This design comes from an exercise in tuning for small area on the open sky130 flow, not from production work. In this exercise RTL edits were held to simulation tests only and were not proved equivalent to the original. No driver is modelled on the clock port, so clock power and skew are understated where the tree is cut down; a real chip needs a root buffer or a tree. Power is estimated from default activity; no workload was simulated.

Design zone_color_detector, start of the top module:
module zone_color_detector (
  input  logic        clk,
  input  logic        reset,
  input  logic        frame_start,
  input  logic        pix_valid,
  input  logic [15:0] pix_data,
  input  logic [4:0]  r_min,
  input  logic [5:0]  g_max,
  input  logic [4:0]  b_max,
  input  logic [4:0]  r_minus_g,
  input  logic [4:0]  r_minus_b,
  output logic [8:0]  zone_hit,
  output logic [3:0]  hit_count,
  output logic        result_valid,
  output logic        frame_abort
);
  localparam int SRW = zone_det_pkg::SRW;
  localparam int SGW = zone_det_pkg::SGW;
  logic [8:0] x_q, x_d;
  logic [7:0] y_q, y_d;
  logic       post, idle_st, comp, step, inc;
  logic [4:0] t_a, t_c, t_d, t_e;
  logic [5:0] t_g;
  logic [SRW-1:0] ra_q, rb_q, rc_q, ba_q, bb_q, bc_q;
  logic [SGW-1:0] ga_q, gb_q, gc_q;
  logic [SRW-1:0] r_sum, b_sum, op_r, op_b;
  logic [SGW-1:0] g_sum, op_g;
  logic           ci_r, ci_g, ci_b, co_r, co_g, co_b;
  logic       fail_q, seen_q;
  logic [8:0] pend_q, zone_hit_q;
  logic       result_valid_q, frame_abort_q;
  logic win_x, win_row, eval_row, idle_row, rot, clr, x_end;
  logic [3:0] blk;
  logic [4:0] off;
  logic       phase, r_sub;
  logic [4:0] r_thr;
  ...
Size in the first run: about 540 cells after synthesis, ~160 flip-flops, ~61 I/O pins.
export LEC_CHECK = 0
export CAP_MARGIN = 20
export CORE_MARGIN = 2
export CORE_UTILIZATION = 60
export SLEW_MARGIN = 20
create_clock -name core_clock -period 10.0 [get_ports {clk}]
standard.sh (not shown) runs the stock make flow with config.mk's settings and CLKGATE_MAP_FILE= SYNTH_SCRIPT=/design/flow/synth_recipe.tcl, a recipe that flattens the netlist after the stock synthesis.
==> flow/flow/run.sh <==
#!/bin/bash
# The standard layout (standard.sh), with these changes to how it is made:
#  - ports are buffered with sky130_fd_sc_hd__buf_1 instead of the resizer's
#    default choice;
#  - the clock tree is built by flow/clock_tree.tcl (a root buffer and one
#    buffer per cluster of flip-flops, each sized for its load) in place of
#    TritonCTS, which adds dummy loads and more buffers than needed.
# All tool output goes to standard.log (and ORFS's own logs under orfs/logs).
export BUFFER_PORTS_ARGS="-buffer_cell sky130_fd_sc_hd__buf_1"
export PRE_CTS_TCL="$(pwd)/flow/clock_tree.tcl"
export CT_NBUF=16 CT_SLEW=0.110 CT_ROOT=sky130_fd_sc_hd__clkbuf_8
bash standard.sh > standard.log 2>&1
Other scripts of this flow, unchanged in this note and not shown: flow/flow/clock_tree.tcl
The baseline completed with no timing, DRC or antenna violations.
Change:
--- a/flow/design.v
+++ b/flow/design.v
@@ -10,23 +10,23 @@
 ) (
   input  logic [W-1:0] a,
   input  logic [W-1:0] b,
   input  logic         ci,
   output logic [W-1:0] s,
   output logic         co
 );
   logic [W:0] c;
   assign c[0] = ci;
   for (genvar i = 0; i < W; i++) begin : g_bit
     assign s[i]   = a[i] ^ b[i] ^ c[i];
-    assign c[i+1] = (a[i] & b[i]) | (a[i] & c[i]) | (b[i] & c[i]);
+    assign c[i+1] = (a[i] & b[i]) | (c[i] & (a[i] ^ b[i]));
   end
   assign co = c[W];
 endmodule
 module zone_accum (
   input  logic [zone_det_pkg::SRW-1:0] r_q,
   input  logic [zone_det_pkg::SGW-1:0] g_q,
   input  logic [zone_det_pkg::SRW-1:0] b_q,
   input  logic [zone_det_pkg::SRW-1:0] op_r,
   input  logic [zone_det_pkg::SGW-1:0] op_g,
   input  logic [zone_det_pkg::SRW-1:0] op_b,
   input  logic                         ci_r,
@@ -53,78 +53,74 @@
   input  logic [5:0]  g_max,
   input  logic [4:0]  b_max,
   input  logic [4:0]  r_minus_g,
   input  logic [4:0]  r_minus_b,
   output logic [8:0]  zone_hit,
   output logic [3:0]  hit_count,
   output logic        result_valid,
   output logic        frame_abort
 );
   localparam int SRW = zone_det_pkg::SRW;
   localparam int SGW = zone_det_pkg::SGW;
-  logic [8:0] x_q, x_d;
-  logic [7:0] y_q, y_d;
+  logic [8:0] x_q, x_b, x_d;
+  logic [7:0] y_q, y_b, y_d;
   logic       post, idle_st, comp, step, inc;
   logic [4:0] t_a, t_c, t_d, t_e;
   logic [5:0] t_g;
   logic [SRW-1:0] ra_q, rb_q, rc_q, ba_q, bb_q, bc_q;
   logic [SGW-1:0] ga_q, gb_q, gc_q;
   logic [SRW-1:0] r_sum, b_sum, op_r, op_b;
   logic [SGW-1:0] g_sum, op_g;
   logic           ci_r, ci_g, ci_b, co_r, co_g, co_b;
   logic       fail_q, seen_q;
   logic [8:0] pend_q, zone_hit_q;
   logic       result_valid_q, frame_abort_q;
   logic win_x, win_row, eval_row, idle_row, rot, clr, x_end;
   logic [3:0] blk;
   logic [4:0] off;
   logic       phase, r_sub;
   logic [4:0] r_thr;
   assign post    = (y_q[7:4] == 4'hF);           
   assign idle_st = post && x_q[1] && x_q[0];     
   assign comp    = post && x_q[1] && !x_q[0];    
   assign step    = pix_valid && !post;           
-  assign inc     = (pix_valid && !post) || (post && !(x_q[1] && x_q[0]));
-  logic [9:0] x_c;
-  logic [8:0] y_c;
-  logic [8:0] x_s;
-  logic [7:0] y_s;
-  logic       x_wrap;
-  assign x_wrap = inc && (x_q == 9'd319);
-  assign x_c[0] = inc;
-  assign y_c[0] = x_wrap;
-  for (genvar i = 0; i < 9; i++) begin : g_xinc
-    assign x_s[i]   = x_q[i] ^ x_c[i];
-    assign x_c[i+1] = x_q[i] & x_c[i];
-  end
-  for (genvar i = 0; i < 8; i++) begin : g_yinc
-    assign y_s[i]   = y_q[i] ^ y_c[i];
-    assign y_c[i+1] = y_q[i] & y_c[i];
-  end
-  assign x_d = frame_start ? {8'd0, pix_valid} : (x_wrap ? 9'd0 : x_s);
-  assign y_d = frame_start ? 8'd0 : y_s;
+  assign inc     = pix_valid && (frame_start || !post) ||
+                   (!frame_start && post && !(x_q[1] && x_q[0]));
+  assign x_b     = frame_start ? 9'd0 : x_q;
+  assign y_b     = frame_start ? 8'd0 : y_q;
+  always_comb begin
+    x_d = x_b;
+    y_d = y_b;
+    if (inc) begin
+      if (x_b == 9'd319) begin
+        x_d = 9'd0;
+        y_d = y_b + 8'd1;
+      end else begin
+        x_d = x_b + 9'd1;
+      end
+    end
+  end
   assign x_end   = (x_q == 9'd319);
   assign win_x   = (x_q >= 9'd51  && x_q <= 9'd55)  ||
                    (x_q >= 9'd158 && x_q <= 9'd162) ||
                    (x_q >= 9'd264 && x_q <= 9'd268);
   assign win_row = (y_q >= 8'd38  && y_q <= 8'd42)  ||
                    (y_q >= 8'd118 && y_q <= 8'd122) ||
                    (y_q >= 8'd198 && y_q <= 8'd202);
   assign eval_row = (y_q >= 8'd43  && y_q <= 8'd45)  ||
                     (y_q >= 8'd123 && y_q <= 8'd125) ||
                     (y_q >= 8'd203 && y_q <= 8'd205);
   assign idle_row = !win_row && !eval_row;
   assign blk      = x_q[8:5];
   assign off      = x_q[4:0];
-  assign phase    = eval_row && !(off[4] && off[3] && off[2:0] != 3'd0) &&
-                    !blk[3] && !(blk[2] && (blk[1] || blk[0]));
+  assign phase    = eval_row && (off < 5'd25) && (blk < 4'd5);
   assign rot = step && (idle_row || x_end ||
                         (win_row && (x_q == 9'd128 || x_q == 9'd256)));
   assign clr = step && idle_row;
   assign r_sub = !blk[0];
   assign r_thr = blk[2] ? t_a : (blk[1] ? t_d : t_e);
   always_comb begin
     op_r = '0; op_g = '0; op_b = '0;
     ci_r = 1'b0; ci_g = 1'b0; ci_b = 1'b0;
     if (step && win_row && win_x) begin
       op_r = SRW'(pix_data[15:11]);
       op_g = SGW'(pix_data[10:5]);
- clock power barely changes
- total power went up by 0.40%
- worst hold slack degrades by 0.010 ns
- flip-flop and latch count does not change
- core utilization drops by 1.1 points
- cell count rose by 6.0%
In every run of this note, the design's own scripts or RTL, not TritonCTS, make the clock network.

[static timing again, ports no longer ideal]
The flow's constraints put no driver on any port. The routed layouts listed below were extracted and timed again, unchanged, in two steps. Step 1 sets driving cells, clkbuf_16 on the clock port and buf_2 on the other inputs (assumed; they add their load-dependent delay and slew). Step 2, shift: input delay + t, output delay - t, t = (earliest + latest rising clock arrival at the registers) / 2. This alone moves slack from input paths to output paths. a / b / c = no drivers / after step 1 / after step 2; a / b = the first two.
| run | t, ns | setup slack, ns | slew at the worst register clock pin (ns) | cell pins on the clock port's net |
|---|---|---|---|---|
| the first run | 0.485 | 2.244 / 2.259 / 1.773 | 0.10 / 0.10 | 1 |
| the second run | 0.477 | 2.277 / 2.290 / 1.813 | 0.11 / 0.11 | 1 |
After both steps every run listed still meets setup and hold. For the first run, which loses most, drivers alone change the setup slack by +0.015 ns; drivers and shift together by -0.471 ns.
